From an optimization exercise on the open Yosys and OpenROAD flow, aimed at small area, a short achievable clock period and few clock cycles; shortcuts taken in it are not production practice. Function was checked by simulation only, so behaviour that the tests miss may differ from the original.

==> inputs of exp/indigo <==
==> flow/design.v <==
`timescale 1ns/1ps
`default_nettype none
package mem_pkg;
  localparam int MEM_TAG_BITS     = 4;
  localparam int NUM_MEM_TAGS     = 1 << MEM_TAG_BITS;
  localparam int WORD_OFFSET_BITS = 3;   
  localparam int ICACHE_IDX_BITS  = 5;
  localparam int ICACHE_TAG_BITS  = 8;
  typedef enum logic [1:0] {
    BUS_NONE  = 2'h0,
    BUS_LOAD  = 2'h1,
    BUS_STORE = 2'h2
  } bus_command_e;
  typedef logic [MEM_TAG_BITS-1:0] mem_tag_t;   
  typedef logic [63:0]             addr_t;
  typedef logic [63:0]             word_t;
  typedef enum logic [0:0] {
    DATA_LOAD  = 1'b0,
    DATA_STORE = 1'b1
  } data_op_e;
  typedef struct packed {
    addr_t addr;
  } fetch_req_t;
  typedef struct packed {
    data_op_e op;
    addr_t    addr;
    word_t    data;
  } data_req_t;
  typedef struct packed {
    bus_command_e command;
    addr_t        addr;
    word_t        data;
  } bus_req_t;
  typedef struct packed {
    mem_tag_t response;   
    mem_tag_t tag;        
    word_t    data;
  } bus_rsp_t;
endpackage
`default_nettype wire
`timescale 1ns/1ps
`default_nettype none
module mem_front_top #(
  parameter int QUEUE_DEPTH = 4
) (
  input  logic         clock,
  input  logic         reset,
  input  logic         fetch_req,           
  input  logic [63:0]  fetch_addr,
  output logic         fetch_ack,
  output logic [63:0]  fetch_data,
  input  logic         data_req,            
  input  logic [128:0] data_cmd,            
  output logic         data_ack,
  output logic [63:0]  load_data,
  output logic [1:0]   proc2mem_command,
  output logic [63:0]  proc2mem_addr,
  output logic [63:0]  proc2mem_data,
  input  logic [3:0]   mem2proc_response,
  input  logic [63:0]  mem2proc_data,
  input  logic [3:0]   mem2proc_tag
);
  logic       own_f;     
  logic       f_acked;   
  logic       f_pend;    
  logic [3:0] f_tag;
  logic       d_pend;    
  logic f_bid, d_bid, d_store, accepted, f_ret, d_ret;
  assign d_store  = data_cmd[128];
  assign f_bid    = own_f && fetch_req && !f_pend;
  assign d_bid    = !own_f && data_req && !d_pend;
  assign accepted = (mem2proc_response != 4'd0);
  assign proc2mem_command = {d_bid && d_store, f_bid || (d_bid && !d_store)};
  assign proc2mem_addr    = {data_cmd[127:80] & {48{!own_f}},
                             own_f ? fetch_addr[15:3] : data_cmd[79:67],
                             data_cmd[66:64]};
  assign proc2mem_data    = data_cmd[63:0];
  logic [3:0] tag_x;
  logic       tag_eq, tag_nz;
  assign tag_x  = mem2proc_tag ^ f_tag;
  assign tag_eq = !(tag_x[0] || tag_x[1] || tag_x[2] || tag_x[3]);
  assign tag_nz = mem2proc_tag[0] || mem2proc_tag[1] || mem2proc_tag[2] || mem2proc_tag[3];
  assign f_ret  = f_pend && tag_eq;
  assign d_ret  = d_pend && tag_nz && !tag_eq;
  assign fetch_ack  = f_ret;
  assign fetch_data = mem2proc_data;
  assign data_ack   = d_ret || (d_bid && d_store && accepted);
  assign load_data  = mem2proc_data;
  always_ff @(posedge clock) begin
    if (reset) begin
      own_f   <= 1'b0;
      f_acked <= 1'b0;
      f_pend  <= 1'b0;
      d_pend  <= 1'b0;
    end else begin
      own_f   <= f_acked || (fetch_req && !f_pend && !(f_bid && accepted) && !f_ret);
      f_acked <= f_ret;
      if (f_ret) f_pend <= 1'b0;
      else if (f_bid && accepted) f_pend <= 1'b1;
      if (d_ret) d_pend <= 1'b0;
      else if (d_bid && !d_store && accepted) d_pend <= 1'b1;
    end
  end
  always_ff @(posedge clock) begin
    if (reset || f_ret) f_tag <= 4'd0;
    else if (f_bid && accepted) f_tag <= mem2proc_response;
  end
endmodule
`default_nettype wire
==> flow/flow/run.sh <==
#!/bin/bash
# The standard layout, with the smallest buffer on every port.
set -euo pipefail
export BUFFER_PORTS_ARGS="-buffer_cell sky130_fd_sc_hd__buf_1"
bash standard.sh > standard.log 2>&1
==> flow/standard.sh <==
#!/bin/bash
# synth_recipe.tcl (not shown) runs the flow's synth.tcl, then flattens the netlist and writes it again
# the make line also repeats each setting of config.mk as NAME=value (left out here)
make -C /OpenROAD-flow-scripts/flow DESIGN_CONFIG=/design/flow/config.mk WORK_HOME=/design/flow/orfs CLKGATE_MAP_FILE= SYNTH_SCRIPT=/design/flow/synth_recipe.tcl "${@:-finish}"
==> flow/config.mk <==
export PLATFORM = sky130hd
export DESIGN_NAME = mem_front_top
export DESIGN_NICKNAME = mem_front_top
export VERILOG_FILES = /design/flow/design.v
export SDC_FILE = /design/flow/constraint.sdc
export NUM_CORES = 4
export LEC_CHECK = 0
export CAP_MARGIN = 20
export CORE_AREA = 5 5 195 195
export CTS_BUF_LIST = sky130_fd_sc_hd__clkbuf_2
export CTS_CLUSTER_DIAMETER = 300
export CTS_CLUSTER_SIZE = 30
export DIE_AREA = 0 0 200 200
export SETUP_SLACK_MARGIN = 2.65
export SLEW_MARGIN = 20
==> flow/constraint.sdc <==
create_clock -name core_clock -period 6.0 [get_ports {clock}]
set_input_delay 1.2000 -clock core_clock [delete_from_list [all_inputs] [get_ports {clock}]]
set_output_delay 1.2000 -clock core_clock [all_outputs]
set_load 0.01 [all_outputs]
==> inputs of exp/quartz, as changes to exp/indigo <==
--- a/flow/design.v
+++ b/flow/design.v
@@ -73,7 +73,7 @@
   assign proc2mem_command = {d_bid && d_store, f_bid || (d_bid && !d_store)};
   assign proc2mem_addr    = {data_cmd[127:80] & {48{!own_f}},
                              own_f ? fetch_addr[15:3] : data_cmd[79:67],
-                             data_cmd[66:64]};
+                             3'b000};
   assign proc2mem_data    = data_cmd[63:0];
   logic [3:0] tag_x;
   logic       tag_eq, tag_nz;
==> flow/run.sh (new file) <==
#!/bin/bash
# synth_recipe.tcl (not shown) runs the flow's synth.tcl, then flattens the netlist and writes it again
# the make line also repeats each setting of config.mk as NAME=value (left out here)
make -C /OpenROAD-flow-scripts/flow DESIGN_CONFIG=/design/flow/config.mk WORK_HOME=/design/flow/orfs CLKGATE_MAP_FILE= SYNTH_SCRIPT=/design/flow/synth_recipe.tcl finish
CORE_AREA = 5 5 180 180   (was 5 5 195 195)
CTS_CLUSTER_DIAMETER = default   (was 300)
CTS_CLUSTER_SIZE = default   (was 30)
DIE_AREA = 0 0 185 185   (was 0 0 200 200)
SETUP_SLACK_MARGIN = 2.68   (was 2.65)
removed: flow/flow/run.sh
removed: flow/standard.sh
==> inputs of exp/sierra, as changes to exp/indigo <==
--- a/flow/design.v
+++ b/flow/design.v
@@ -57,53 +57,44 @@
   output logic [63:0]  proc2mem_addr,
   output logic [63:0]  proc2mem_data,
   input  logic [3:0]   mem2proc_response,
-  input  logic [63:0]  mem2proc_data,
-  input  logic [3:0]   mem2proc_tag
+  input  logic [3:0]   mem2proc_tag,
+  input  logic [63:0]  mem2proc_data
 );
-  logic       own_f;     
-  logic       f_acked;   
   logic       f_pend;    
   logic [3:0] f_tag;
   logic       d_pend;    
-  logic f_bid, d_bid, d_store, accepted, f_ret, d_ret;
+  logic [3:0] d_tag;
+  logic f_bid, d_bid, d_store, d_sel, accepted, f_ret, d_ret;
   assign d_store  = data_cmd[128];
-  assign f_bid    = own_f && fetch_req && !f_pend;
-  assign d_bid    = !own_f && data_req && !d_pend;
+  assign f_bid    = fetch_req && !f_pend;
+  assign d_bid    = data_req && !d_pend;
+  assign d_sel    = d_bid;                   
   assign accepted = (mem2proc_response != 4'd0);
-  assign proc2mem_command = {d_bid && d_store, f_bid || (d_bid && !d_store)};
-  assign proc2mem_addr    = {data_cmd[127:80] & {48{!own_f}},
-                             own_f ? fetch_addr[15:3] : data_cmd[79:67],
-                             data_cmd[66:64]};
+  assign proc2mem_command = d_sel ? (d_store ? 2'd2 : 2'd1) : (f_bid ? 2'd1 : 2'd0);
+  assign proc2mem_addr    = d_sel ? data_cmd[127:64] : fetch_addr;
   assign proc2mem_data    = data_cmd[63:0];
-  logic [3:0] tag_x;
-  logic       tag_eq, tag_nz;
-  assign tag_x  = mem2proc_tag ^ f_tag;
-  assign tag_eq = !(tag_x[0] || tag_x[1] || tag_x[2] || tag_x[3]);
-  assign tag_nz = mem2proc_tag[0] || mem2proc_tag[1] || mem2proc_tag[2] || mem2proc_tag[3];
-  assign f_ret  = f_pend && tag_eq;
-  assign d_ret  = d_pend && tag_nz && !tag_eq;
+  assign f_ret = f_pend && (mem2proc_tag == f_tag);
+  assign d_ret = d_pend && (mem2proc_tag == d_tag);
   assign fetch_ack  = f_ret;
   assign fetch_data = mem2proc_data;
-  assign data_ack   = d_ret || (d_bid && d_store && accepted);
+  assign data_ack   = d_ret || (d_sel && d_store && accepted);
   assign load_data  = mem2proc_data;
   always_ff @(posedge clock) begin
     if (reset) begin
-      own_f   <= 1'b0;
-      f_acked <= 1'b0;
-      f_pend  <= 1'b0;
-      d_pend  <= 1'b0;
+      f_pend <= 1'b0;
+      d_pend <= 1'b0;
     end else begin
-      own_f   <= f_acked || (fetch_req && !f_pend && !(f_bid && accepted) && !f_ret);
-      f_acked <= f_ret;
       if (f_ret) f_pend <= 1'b0;
-      else if (f_bid && accepted) f_pend <= 1'b1;
+      else if (!d_sel && f_bid && accepted) f_pend <= 1'b1;
       if (d_ret) d_pend <= 1'b0;
-      else if (d_bid && !d_store && accepted) d_pend <= 1'b1;
+      else if (d_sel && !d_store && accepted) d_pend <= 1'b1;
     end
   end
   always_ff @(posedge clock) begin
-    if (reset || f_ret) f_tag <= 4'd0;
-    else if (f_bid && accepted) f_tag <= mem2proc_response;
+    if (accepted) begin
+      if (d_sel) d_tag <= mem2proc_response;
+      else       f_tag <= mem2proc_response;
+    end
   end
 endmodule
 `default_nettype wire
==> flow/run.sh (new file) <==
#!/bin/bash
# synth_recipe.tcl (not shown) runs the flow's synth.tcl, then flattens the netlist and writes it again
# the make line also repeats each setting of config.mk as NAME=value (left out here)
make -C /OpenROAD-flow-scripts/flow DESIGN_CONFIG=/design/flow/config.mk WORK_HOME=/design/flow/orfs CLKGATE_MAP_FILE= SYNTH_SCRIPT=/design/flow/synth_recipe.tcl finish
CORE_AREA = default   (was 5 5 195 195)
CORE_MARGIN = 2   (was default)
CORE_UTILIZATION = 40   (was default)
CTS_BUF_LIST = default   (was sky130_fd_sc_hd__clkbuf_2)
CTS_CLUSTER_DIAMETER = default   (was 300)
CTS_CLUSTER_SIZE = default   (was 30)
DIE_AREA = default   (was 0 0 200 200)
SETUP_SLACK_MARGIN = default   (was 2.65)
removed: flow/flow/run.sh
removed: flow/standard.sh
==> comparison <==
- Sequential share of layout area: exp/quartz is lower than exp/indigo (2.2 points).
- Between exp/indigo and exp/quartz, the lower critical path depth is in exp/quartz (gap 1).
- Of exp/quartz and exp/indigo, exp/indigo has the higher die area (gap 14%, measured against exp/indigo).
- Setup slack: exp/indigo is lower than exp/quartz (52 ps).
- Between exp/quartz and exp/indigo, the lower via count is in exp/indigo (gap about 0.24%, measured against exp/indigo).
- Between exp/quartz and exp/indigo, the lower wire length is in exp/quartz (gap about 9%, measured against exp/indigo).
- exp/quartz produced a clean layout. exp/sierra stopped in I/O pin placement (3_2_place_iop) with PPL-0024. exp/indigo completed without violations.
- Between exp/indigo and exp/quartz, the lower fmax is in exp/indigo (gap 1.5%, measured against exp/quartz).
- Against exp/quartz, the first-iteration DRC count of exp/indigo is smaller by 8.7%.
Testbench counts of exp/indigo, summed over its fixed seeds: cycles 24,588.
Testbench counts of exp/quartz, summed over its fixed seeds: cycles 24,588.
Testbench counts of exp/sierra, summed over its fixed seeds: cycles 24,903.

separate check: timing with driven ports:
How much do the figures lean on ideal ports? The routed layouts below were timed once more, with nothing changed but the port constraints.
Step 1 sets driving cells, clkbuf_16 on the clock port and buf_2 on the other inputs (assumed; they add their load-dependent delay and slew).
Step 2 moves the port delays by t, midway between the first and last clock arrival at a register: inputs arrive t later, outputs are due t later. That takes back most of the time a late clock gives input paths.
Slacks: no drivers / after step 1 / after step 2; pairs: no drivers / after step 1.
| run | t (ns) | setup slack, ns | worst hold slack (ns) | pins driven straight from the clock port |
|---|---|---|---|---|
| exp/indigo | 0.270 | 2.659 / 2.632 / 2.632 | 0.453 / 0.453 / 0.453 | 1 |
| exp/quartz | 0.248 | 2.711 / 2.665 / 2.665 | 0.449 / 0.449 / 0.449 | 1 |
After both steps setup and hold are still met in every run listed. The setup slack of exp/quartz, which loses most, moves by -0.046 ns with the drivers and by -0.046 ns with both steps.
